From an optimization exercise on the open Yosys and OpenROAD flow, aimed at a short achievable clock period and few clock cycles; shortcuts taken in it are not production practice. In this exercise RTL edits were held to simulation tests only and were not proved equivalent to the original. No activity file was given, so power comes from the tool's default toggle rates.

rev 12:
Design cache_top, start of the top module:
module cache_top (
    input  logic        clk,
    input  logic        rst_b,
    input  logic        req_valid,
    input  logic [6:0]  req_opcode,
    input  logic [2:0]  req_funct3,
    input  logic [31:0] req_addr,
    input  logic [31:0] req_wdata,
    output logic        ready,
    output logic        resp_valid,
    output logic [31:0] resp_rdata,
    output logic        mem_start,
    output logic        mem_we,
    output logic [31:0] mem_addr,
    output logic [31:0] mem_wdata,
    input  logic        mem_done,
    input  logic [31:0] mem_rdata
);
    localparam int RQN = 8;
    localparam int RQB = 3;
    localparam int MQN = 3;
    logic           valid_q [16];
    logic           dirty_q [16];
    logic           pend_q  [16];
    logic [RQB-1:0] pseq_q  [16];
    logic [3:0]     pmask_q [16];
    logic [25:0]    tag_q   [16];
    logic [31:0]    data_q  [16];
    typedef struct packed {
        logic        st;       
        logic        st_ok;    
        logic [2:0]  fmt;      
        logic [1:0]  off;
        logic [25:0] tag;
        logic [15:0] oh;       
        logic [3:0]  idx;
        logic [3:0]  be;
        logic [31:0] lane;     
    } req_t;
    logic        a_v, rdy_q;
    logic        nrdy_q;       
    req_t        a_r, in_r;
    logic [15:0] a_m0, a_m1, in_m0, in_m1;    
    logic in_mem;
    logic go;
    logic a_v_n;
    logic rdy_n;
    assign in_mem = (req_opcode == 7'h03) || (req_opcode == 7'h23);
    assign ready  = rdy_q;
    logic [63:0] in_dbl;
    logic [1:0]  in_o;
    always_comb begin
        in_o       = req_addr[1:0];
        in_dbl     = {req_wdata, req_wdata} << {in_o, 3'b000};
        in_r.st    = req_opcode[5];
        in_r.st_ok = req_opcode[5] && (req_funct3 == 3'd0 || req_funct3 == 3'd1 ||
                                       req_funct3 == 3'd2);
        in_r.fmt   = req_opcode[5] ? 3'd3 : req_funct3;
        in_r.off   = in_o;
        in_r.tag   = req_addr[31:6];
        in_r.idx   = req_addr[5:2];
        in_r.oh    = 16'd1 << req_addr[5:2];
        in_r.lane  = in_dbl[63:32];
        in_r.be    = 4'b0000;
        if (req_opcode[5]) begin
            case (req_funct3)
                3'd0: in_r.be = 4'b0001 << in_o;
                3'd1: begin
                    case (in_o)
  ...
For scale: roughly 210 I/O pins, about 93000 um^2 of cells after synthesis.
Settings: LEC_CHECK=0, ABC_CLOCK_PERIOD_IN_PS=3000, CAP_MARGIN=20, CORE_MARGIN=2, CORE_UTILIZATION=55, PLACE_DENSITY=0.7, SLEW_MARGIN=20, TNS_END_PERCENT=100; clock period 10.0 ns.
standard.sh (not shown) runs the stock make flow with config.mk's settings and CLKGATE_MAP_FILE= SYNTH_SCRIPT=/design/flow/synth_recipe.tcl, a recipe that flattens the netlist after the stock synthesis.
==> flow/flow/run.sh <==
#!/bin/bash
# The standard layout (the standard.sh: the standard synthesis, then ORFS
# to the final layout) with timing repair asked to keep a larger setup margin
# than the flow settings allow, so that the layout is pushed past the 10 ns
# clock it is constrained and signed off at. Nothing else changes.
set -euo pipefail
export SETUP_SLACK_MARGIN=${SETUP_SLACK_MARGIN_OVERRIDE:-7}
bash standard.sh > standard_flow.log 2>&1
The flow did not stop early for rev 12: all stages ran, and the layout cleared the timing, design-rule and antenna checks.
Testbench counts of rev 12, summed over its fixed seeds: cycles 83,747.
Changes in rev 13 relative to rev 12:
--- a/flow/design.v
+++ b/flow/design.v
@@ -218,59 +218,59 @@
     logic [RQB-1:0] mq_wid   [MQN];
     logic [3:0]     mq_wmask [MQN];
     logic [25:0]    mq_wtag  [MQN];
     logic [31:0]    mq_wdat  [MQN];
     logic [25:0]    mq_rtag  [MQN];
     logic [3:0]     mq_idx   [MQN];
     logic [RQB-1:0] mq_slot  [MQN];
     assign mq_noh = {mq_hoh[MQN-2:0], mq_hoh[MQN-1]};
     logic           hd_wb, nx_wb, nx_ww;
     logic [25:0]    hd_wtag, hd_rtag, nx_wtag, nx_rtag;
     logic [3:0]     hd_idx, nx_idx, nx_wmask;
     logic [31:0]    hd_wdat, nx_wdat;
-    logic [RQB-1:0] hd_slot;
+    logic [RQB-1:0] hd_slot, nx_slot;
     always_comb begin
         hd_wb = 1'b0; hd_wtag = '0; hd_rtag = '0; hd_idx = '0; hd_wdat = '0; hd_slot = '0;
         nx_wb = 1'b0; nx_ww = 1'b0; nx_wtag = '0; nx_rtag = '0; nx_idx = '0; nx_wdat = '0;
         nx_wmask = '0;
+        nx_slot  = '0;
         for (int k = 0; k < MQN; k++) begin
             if (mq_hoh[k]) begin
                 hd_wb   = hd_wb   | mq_wb[k];
                 hd_wtag = hd_wtag | mq_wtag[k];
                 hd_rtag = hd_rtag | mq_rtag[k];
                 hd_idx  = hd_idx  | mq_idx[k];
                 hd_wdat = hd_wdat | mq_wdat[k];
                 hd_slot = hd_slot | mq_slot[k];
             end
             if (mq_noh[k]) begin
                 nx_wb    = nx_wb    | mq_wb[k];
                 nx_ww    = nx_ww    | mq_ww[k];
                 nx_wtag  = nx_wtag  | mq_wtag[k];
                 nx_rtag  = nx_rtag  | mq_rtag[k];
                 nx_idx   = nx_idx   | mq_idx[k];
                 nx_wdat  = nx_wdat  | mq_wdat[k];
                 nx_wmask = nx_wmask | mq_wmask[k];
+                nx_slot  = nx_slot  | mq_slot[k];
             end
         end
     end
     logic           ms_q, mwe_q, wbd_q;
-    logic           idle_q, nwe_q;    
     logic [29:0]    maddr_q;
     logic [31:0]    mwd_q;
     logic [3:0]     c_idx;
     logic [RQB-1:0] c_slot;
     logic           fill;
     assign c_idx  = hd_idx;
-    assign c_slot = hd_slot;
-    assign fill   = !idle_q && mem_done && nwe_q;
+    assign fill   = ms_q && mem_done && !mwe_q;
     logic        miss_go;
     logic        l_fm;         
     logic        e_pend;       
     logic [31:0] e_data;       
     logic        l_wb;
     logic [15:0] pm;
     logic        l_pm;
     always_comb begin
         l_pm = 1'b0;
         for (int i = 0; i < 16; i++) begin
             pm[i] = pend_q[i] && (pseq_q[i] == c_slot);
             l_pm  = l_pm | (a_r.oh[i] & pm[i]);
@@ -282,70 +282,72 @@
         for (int b = 0; b < 4; b++) begin
             e_data[8*b +: 8] = (l_fm && !l_pmask[b]) ? mem_rdata[8*b +: 8] : l_data[8*b +: 8];
         end
     end
     assign go      = a_v && !nrdy_q;
     assign miss_go = go && !hit;
     assign l_wb    = l_valid && l_dirty;
     logic        use_hd;       
     logic        use_nx;       
     logic        use_f;        
     logic        hd_we_n;
     logic [31:0] nx_wd;
-    assign use_hd  = !idle_q && !fill;
+    assign use_hd  = ms_q && !fill;
     assign use_nx  = fill && mq_cnt[1];
-    assign use_f   = (idle_q || (fill && !mq_cnt[1])) && miss_go;
+    assign use_f   = (!ms_q || (fill && !mq_cnt[1])) && miss_go;
     assign hd_we_n = hd_wb && !wbd_q && !mem_done;
     assign mem_start = ms_q;
     assign mem_we    = mwe_q;
     assign mem_addr  = {maddr_q, 2'b00};
     assign mem_wdata = mwd_q;
     always_comb begin
         for (int b = 0; b < 4; b++) begin
             nx_wd[8*b +: 8] = (nx_ww && !nx_wmask[b]) ? mem_rdata[8*b +: 8] : nx_wdat[8*b +: 8];
         end
     end
     always_ff @(posedge clk or negedge rst_b) begin
         if (!rst_b) begin
-            ms_q   <= 1'b0;
-            idle_q <= 1'b1;
-            wbd_q  <= 1'b0;
+            ms_q  <= 1'b0;
+            wbd_q <= 1'b0;
         end else begin
-            ms_q   <= use_hd || use_nx || use_f;
-            idle_q <= !(use_hd || use_nx || use_f);
+            ms_q <= use_hd || use_nx || use_f;
             if (!use_hd) begin
                 wbd_q <= 1'b0;
             end else if (mem_done) begin
                 wbd_q <= 1'b1;
             end
         end
     end
     always_ff @(posedge clk) begin
         if (use_hd) begin
             mwe_q   <= hd_we_n;
-            nwe_q   <= !hd_we_n;
             maddr_q <= hd_we_n ? {hd_wtag, hd_idx} : {hd_rtag, hd_idx};
             mwd_q   <= hd_wdat;
         end else if (use_nx) begin
             mwe_q   <= nx_wb;
-            nwe_q   <= !nx_wb;
             maddr_q <= nx_wb ? {nx_wtag, nx_idx} : {nx_rtag, nx_idx};
             mwd_q   <= nx_wd;
         end else begin
             mwe_q   <= l_wb;
-            nwe_q   <= !l_wb;
             maddr_q <= l_wb ? {l_tag, a_r.idx} : {a_r.tag, a_r.idx};
             mwd_q   <= e_data;
         end
     end
+    always_ff @(posedge clk) begin
+        if (fill) begin
+            c_slot <= mq_cnt[1] ? nx_slot : rq_tl;
+        end else if (mq_cnt == 2'd0) begin
+            c_slot <= rq_tl;
+        end
+    end
     always_ff @(posedge clk or negedge rst_b) begin
         if (!rst_b) begin
             mq_cnt <= '0;
             mq_hoh <= MQN'(1);
             mq_toh <= MQN'(1);
         end else begin
             if (miss_go) mq_toh <= {mq_toh[MQN-2:0], mq_toh[MQN-1]};
             if (fill)    mq_hoh <= mq_noh;
             mq_cnt <= mq_cnt + 2'(miss_go) - 2'(fill);
         end
     end
     always_ff @(posedge clk) begin
Taking rev 12 as the reference point, the switching part of the total of rev 13 falls by 0.39 points.
Rev 12 and rev 13 ended up with roughly the same sequential cell area in the final layout.
Setup slack, rev 13 and rev 12: lower on rev 12
The TritonCTS buffer count reported for rev 13 is smaller than that of rev 12 by about 1.5%.
Rev 13 against rev 12; total power per unit cell area is up slightly.
Taking rev 12 as the reference, in rev 13 number of non-clock inverters in the layout shrank by 38; maximum clock rate has increased.
Rev 13 against rev 12: amount of wire on met3 after detailed routing decreased by 8900 um relative to the old numbers; total number of vias decreased by 4454 relative to the old numbers.
Testbench counts of rev 13, summed over its fixed seeds: cycles 83,747.

==> static timing again, ports no longer ideal <==
In the flow no input, the clock included, has a driving cell. The finished layouts below were timed again as built, in two steps. Step 1 (the two cells are an assumption about what drives the block):
set clk [get_ports {clk}]
set_driving_cell -lib_cell sky130_fd_sc_hd__clkbuf_16 $clk
set_driving_cell -lib_cell sky130_fd_sc_hd__buf_2 [delete_from_list [all_inputs] $clk]
Step 2 moves the port delays by t, midway between the first and last clock arrival at a register: inputs arrive t later, outputs are due t later. That takes back most of the time a late clock gives input paths. a / b / c = ideal ports / drivers / drivers and shift; a / b = the first two.
run	shift t [ns]	setup slack, ns	hold slack, ns	worst slew at a driven data input, ns
rev 12	0.962	6.349 / 6.349 / 5.856	0.471 / 0.471 / 0.471	0.15
rev 13	0.939	6.583 / 6.495 / 5.910	0.487 / 0.487 / 0.487	0.14
After both steps setup and hold are still met in every run listed. The setup slack of rev 13, which loses most, moves by -0.088 ns with the drivers and by -0.673 ns with both steps.
